From an optimization exercise on the open Yosys and OpenROAD flow, aimed at small area, a short achievable clock period and few clock cycles per item; shortcuts taken in it are not production practice. In this exercise RTL edits were held to simulation tests only and were not proved equivalent to the original.

zinc:
Design modular_exponentiation_top, start of the top module:
module modular_exponentiation_top #(
  parameter int unsigned EXP_WIDTH = 64
) (
  input  wire          clk_i,
  input  wire          rst_ni,
  input  wire          s_axis_tvalid,
  output logic         s_axis_tready,
  input  wire  [127:0] s_axis_tdata,    
  output logic         m_axis_tvalid,
  input  wire          m_axis_tready,
  output logic [31:0]  m_axis_tdata,    
  input  wire          cfg_valid_i,
  output logic         cfg_ready_o,
  input  wire  [30:0]  cfg_data_i       
);
For scale: ~2100 cells after synthesis, about 0.017 mm^2 of cells after synthesis.
Settings: LEC_CHECK=0, ABC_AREA=1, CAP_MARGIN=20, CORE_MARGIN=2, CORE_UTILIZATION=40, SETUP_SLACK_MARGIN=5, SLEW_MARGIN=20; clock period 10.0 ns.
run.sh (not shown) runs the stock make flow with config.mk's settings and CLKGATE_MAP_FILE= SYNTH_SCRIPT=/design/flow/synth_recipe.tcl, a recipe that flattens the netlist after the stock synthesis.
zinc: flow completed, timing, DRC and antenna clean
Testbench counts of zinc, summed over its fixed seeds: cycles 179,528, items 192.
Inputs modified between zinc and nickel:
Settings: ABC_AREA removed (was 1); SETUP_SLACK_MARGIN changed from 5 to 4.
==> summary.txt <==
- In the flow results for zinc and nickel, the length of routed met3 wiring is smaller on nickel.
- Summary — count of buffers not belonging to the clock network in the layout, nickel relative to zinc: lower, by 17.
- First-iteration DRC count: nickel > zinc
- zinc finished every stage and its layout cleared the timing, design-rule and antenna checks.
- nickel: done, clean on timing, DRC and antenna
- Of zinc and nickel, nickel shows the lower adder-cell area share of the yosys netlist, with zinc above it.
- [compare] base=zinc new=nickel: vertical extent of the die saw an increase; area overhead of the layout relative to synthesis saw a decrease; via count saw a decrease; effective utilization at floorplan saw a decrease.
Changes in yarrow relative to nickel:
Settings: setting PLACE_DENSITY to 0.7 for the first time; changing CORE_UTILIZATION from 40 to 60; changing SETUP_SLACK_MARGIN from 4 to 5.
## What came out
Comparing the two runs side by side, yarrow comes out behind nickel on hold slack.
Relative to nickel, worst path buffer plus inverter count has increased by 1 in yarrow.
Global-route wire length before repair: yarrow < nickel
### yarrow -> raven
Settings: CORE_UTILIZATION: 60 -> 40; PLACE_DENSITY: 0.7 -> unset.
==> comparison <==
The utilization after layout of raven is lower than that of yarrow.
Of raven and yarrow, the run reporting the lower register-to-register path setup slack was yarrow.
Going from yarrow to raven, number of endpoints with negative hold slack in the final report about even, routed wire length rose about 7%.
yarrow was smaller in final cell area than raven.
### raven -> delta
Settings: clearing SETUP_SLACK_MARGIN, which used to be 5.
==> flow/flow/run.sh (new file) <==
#!/bin/bash
# Standard ORFS layout (the standard.sh, standard synthesis) with a larger
# setup margin for timing repair; make's output goes to make_finish.log.
set -euo pipefail
bash standard.sh SETUP_SLACK_MARGIN=7 finish > make_finish.log 2>&1
==> flow/standard.sh (new file) <==
#!/bin/bash
# synth_recipe.tcl (not shown) runs the flow's synth.tcl, then flattens the netlist and writes it again
# the make line also repeats each setting of config.mk as NAME=value (left out here)
make -C /OpenROAD-flow-scripts/flow DESIGN_CONFIG=/design/flow/config.mk WORK_HOME=/design/flow/orfs CLKGATE_MAP_FILE= SYNTH_SCRIPT=/design/flow/synth_recipe.tcl "${@:-finish}"
removed: flow/run.sh
==> comparison <==
Compared with raven, delta degrades routed wire length. The run showing the greater fraction of area in registers is raven. Design area: delta vs raven up 0.0021 mm^2. Worst setup margin ended up 0.24 ns higher on delta than on raven. In the metrics for raven and delta, the one carrying the higher area overhead of the layout relative to synthesis is delta.

* * *

Another version of the RTL of modular_exponentiation_top (not shown whole).
Size: roughly 1900 cells after synthesis, about 230 flip-flops, roughly 200 I/O pins, roughly 18000 sq um of cells after synthesis.
clock: 10.0 ns
lec_check: 0
cap_margin: 20
core_margin: 2
core_utilization: 40
slew_margin: 20
standard.sh (not shown) runs the stock make flow with config.mk's settings and CLKGATE_MAP_FILE= SYNTH_SCRIPT=/design/flow/synth_recipe.tcl, a recipe that flattens the netlist after the stock synthesis.
==> flow/flow/run.sh <==
#!/bin/bash
# Standard ORFS layout (the standard.sh, standard synthesis) with a larger
# setup margin for timing repair; make's output goes to make_finish.log.
set -euo pipefail
bash standard.sh SETUP_SLACK_MARGIN=5.5 finish > make_finish.log 2>&1
Testbench counts at the start, summed over its fixed seeds: cycles 179,520, items 192.
Rerun with:
==> flow/flow/run.sh (replaced) <==
#!/bin/bash
# Standard ORFS layout (the standard.sh, standard synthesis) with a larger
# setup margin for timing repair; make's output goes to make_finish.log.
set -euo pipefail
bash standard.sh SETUP_SLACK_MARGIN=6 finish > make_finish.log 2>&1
--- a/flow/config.mk
+++ b/flow/config.mk
@@ -6,4 +6,5 @@
 export NUM_CORES = 4
 export LEC_CHECK = 0
+export ABC_AREA = 1
 export CAP_MARGIN = 20
 export CORE_MARGIN = 2
The changed run went through all stages and came out clean.
Worst hold slack gets worse by 0.052 ns.
Final area grows by a few percent.
Setup slack improved by 0.24 ns.
Cell count rises by about a fifth.
Wire length climbs by a little under a tenth.
Non-clock buffer count goes up by 47.
Maximum frequency climbs by a few percent.
Rerun with:
--- a/flow/config.mk
+++ b/flow/config.mk
@@ -6,7 +6,6 @@
 export NUM_CORES = 4
 export LEC_CHECK = 0
-export ABC_AREA = 1
 export CAP_MARGIN = 20
 export CORE_MARGIN = 2
-export CORE_UTILIZATION = 40
+export CORE_UTILIZATION = 30
 export SLEW_MARGIN = 20
Design area fell by 1.4%; non-clock buffer count decreases by 22; area after synthesis rises by 1.7%; count of clock-buffer cells in the layout rises by 2; global-route usage went down by 5.8 points; hold slack gains 0.056 ns; synthesized cell count went down by 14%; critical path depth came out lower by 2.

* * *

Starting RTL as in the previous note.
==> flow/config.mk <==
export PLATFORM = sky130hd
export DESIGN_NAME = modular_exponentiation_top
export DESIGN_NICKNAME = modular_exponentiation_top
export VERILOG_FILES = /design/flow/design.v
export SDC_FILE = /design/flow/constraint.sdc
export NUM_CORES = 4
export LEC_CHECK = 0
export CAP_MARGIN = 20
export CORE_MARGIN = 2
export CORE_UTILIZATION = 40
export SLEW_MARGIN = 20
==> flow/constraint.sdc <==
create_clock -name core_clock -period 10.0 [get_ports {clk_i}]
set_input_delay 2.0000 -clock core_clock [delete_from_list [all_inputs] [get_ports {clk_i}]]
set_output_delay 2.0000 -clock core_clock [all_outputs]
set_load 0.01 [all_outputs]
==> flow/flow/run.sh <==
#!/bin/bash
# Standard ORFS layout (the standard.sh, standard synthesis) with a larger
# setup margin for timing repair; make's output goes to make_finish.log.
set -euo pipefail
bash standard.sh SETUP_SLACK_MARGIN=6 finish > make_finish.log 2>&1
The baseline went through all stages and came out clean.
Testbench counts at the start, summed over its fixed seeds: cycles 179,520, items 192.
Edit:
==> flow/run.sh (new file) <==
#!/bin/bash
# synth_recipe.tcl (not shown) runs the flow's synth.tcl, then flattens the netlist and writes it again
# the make line also repeats each setting of config.mk as NAME=value (left out here)
make -C /OpenROAD-flow-scripts/flow DESIGN_CONFIG=/design/flow/config.mk WORK_HOME=/design/flow/orfs CLKGATE_MAP_FILE= SYNTH_SCRIPT=/design/flow/synth_recipe.tcl finish
SETUP_SLACK_MARGIN = 5   (was not set)
removed: flow/flow/run.sh
removed: flow/standard.sh
The changed run finished clean.
Sequential share of layout area came out higher by 0.84 points.
Sequential cell count does not change.
Cell count is lower by 1.1%.
Routed wire length fell by 4.7%.
Via count drops by 2.5%.
Global-route usage falls by 0.95 points.
Edit:
==> flow/flow/run.sh (new file) <==
#!/bin/bash
# Standard ORFS layout (the standard.sh, standard synthesis) with a larger
# setup margin for timing repair; make's output goes to make_finish.log.
set -euo pipefail
bash standard.sh SETUP_SLACK_MARGIN=7 finish > make_finish.log 2>&1
==> flow/standard.sh (new file) <==
#!/bin/bash
# synth_recipe.tcl (not shown) runs the flow's synth.tcl, then flattens the netlist and writes it again
# the make line also repeats each setting of config.mk as NAME=value (left out here)
make -C /OpenROAD-flow-scripts/flow DESIGN_CONFIG=/design/flow/config.mk WORK_HOME=/design/flow/orfs CLKGATE_MAP_FILE= SYNTH_SCRIPT=/design/flow/synth_recipe.tcl "${@:-finish}"
SETUP_SLACK_MARGIN = not set   (was 5)
removed: flow/run.sh
Worst hold slack is about the same.
Maximum frequency climbs by 11%.
Routed wire length rose by 12%.
Sequential share of layout area decreases by 2.5 points.
Critical path depth is higher by 1.
Design area grows by 11%.
Non-clock buffer count rose by 128.
Final cell count increases by 4.8%.

* * *

modular_exponentiation_top again, from the RTL that the note above started with.
Settings: LEC_CHECK=0, CAP_MARGIN=20, CORE_MARGIN=2, CORE_UTILIZATION=40, SLEW_MARGIN=20, TNS_END_PERCENT=10; clock period 10.0 ns.
==> flow/flow/run.sh <==
#!/bin/bash
# Standard ORFS layout (the standard.sh, standard synthesis) with a larger
# setup margin for timing repair; make's output goes to make_finish.log.
set -euo pipefail
bash standard.sh SETUP_SLACK_MARGIN=6 finish > make_finish.log 2>&1
The first run passed the timing, design-rule and antenna checks.
Testbench counts at the start, summed over its fixed seeds: cycles 179,520, items 192.
==> next run, changes <==
PLACE_DENSITY = 0.75   (was unset)
TNS_END_PERCENT = unset   (was 10)
The changed run ran to the end with no violations.
Final area grows by 1.9%.
Routed wire length grows by 2.3%.
Area after synthesis does not change.
Via count grows by about 2.6%.
Setup slack degrades by 0.14 ns.
Non-clock buffer count grows by 19.
Global-route usage shrinks by 0.29 points.

-- port drivers added, routing unchanged --
The results above use ideal ports. As a check the final layouts listed here were re-extracted and re-timed, cells and wires unchanged. Step 1: set_driving_cell puts a clkbuf_16 on clk_i and a buf_2 on each other input, an assumption about the parent block. Step 2 times the ports against the registers' clock, not the clock port: input delays grow and output delays shrink by t, the midpoint of the rising clock arrivals with the driver on. Three values: ideal, step 1, step 2; two values: the first two.
| run | t, ns | setup WS [ns] | worst register clock-pin slew, ns | pins driven straight from the clock port |
|---|---|---|---|---|
| zinc | 0.493 | 5.196 / 5.196 / 5.023 | 0.08 / 0.08 | 1 |
| nickel | 0.490 | 4.554 / 4.554 / 4.554 | 0.08 / 0.08 | 1 |
| yarrow | 0.489 | 5.125 / 5.125 / 5.125 | 0.08 / 0.08 | 1 |
| raven | 0.487 | 5.152 / 5.152 / 5.152 | 0.08 / 0.08 | 1 |
| delta | 0.507 | 5.388 / 5.388 / 5.388 | 0.08 / 0.08 | 1 |
| the first run of note 2 | 0.594 | 5.622 / 5.622 / 5.559 | 0.06 / 0.06 | 1 |
| the second run of note 2 | 0.609 | 5.860 / 5.860 / 5.467 | 0.06 / 0.06 | 1 |
| the third run of note 2 | 0.597 | 5.700 / 5.700 / 5.577 | 0.06 / 0.06 | 1 |
| the first run of note 3 | 0.609 | 5.797 / 5.797 / 5.579 | 0.06 / 0.06 | 1 |
| the second run of note 3 | 0.593 | 5.265 / 5.265 / 5.265 | 0.06 / 0.06 | 1 |
| the third run of note 3 | 0.601 | 5.718 / 5.718 / 5.718 | 0.06 / 0.06 | 1 |
| the first run of note 4 | 0.617 | 5.725 / 5.725 / 5.556 | 0.06 / 0.06 | 1 |
| the second run of note 4 | 0.589 | 5.589 / 5.589 / 5.589 | 0.06 / 0.06 | 1 |
After both steps every run listed still meets setup and hold. The setup slack of the second run of note 2, which loses most, moves by 0.000 ns with the drivers and by -0.393 ns with both steps.
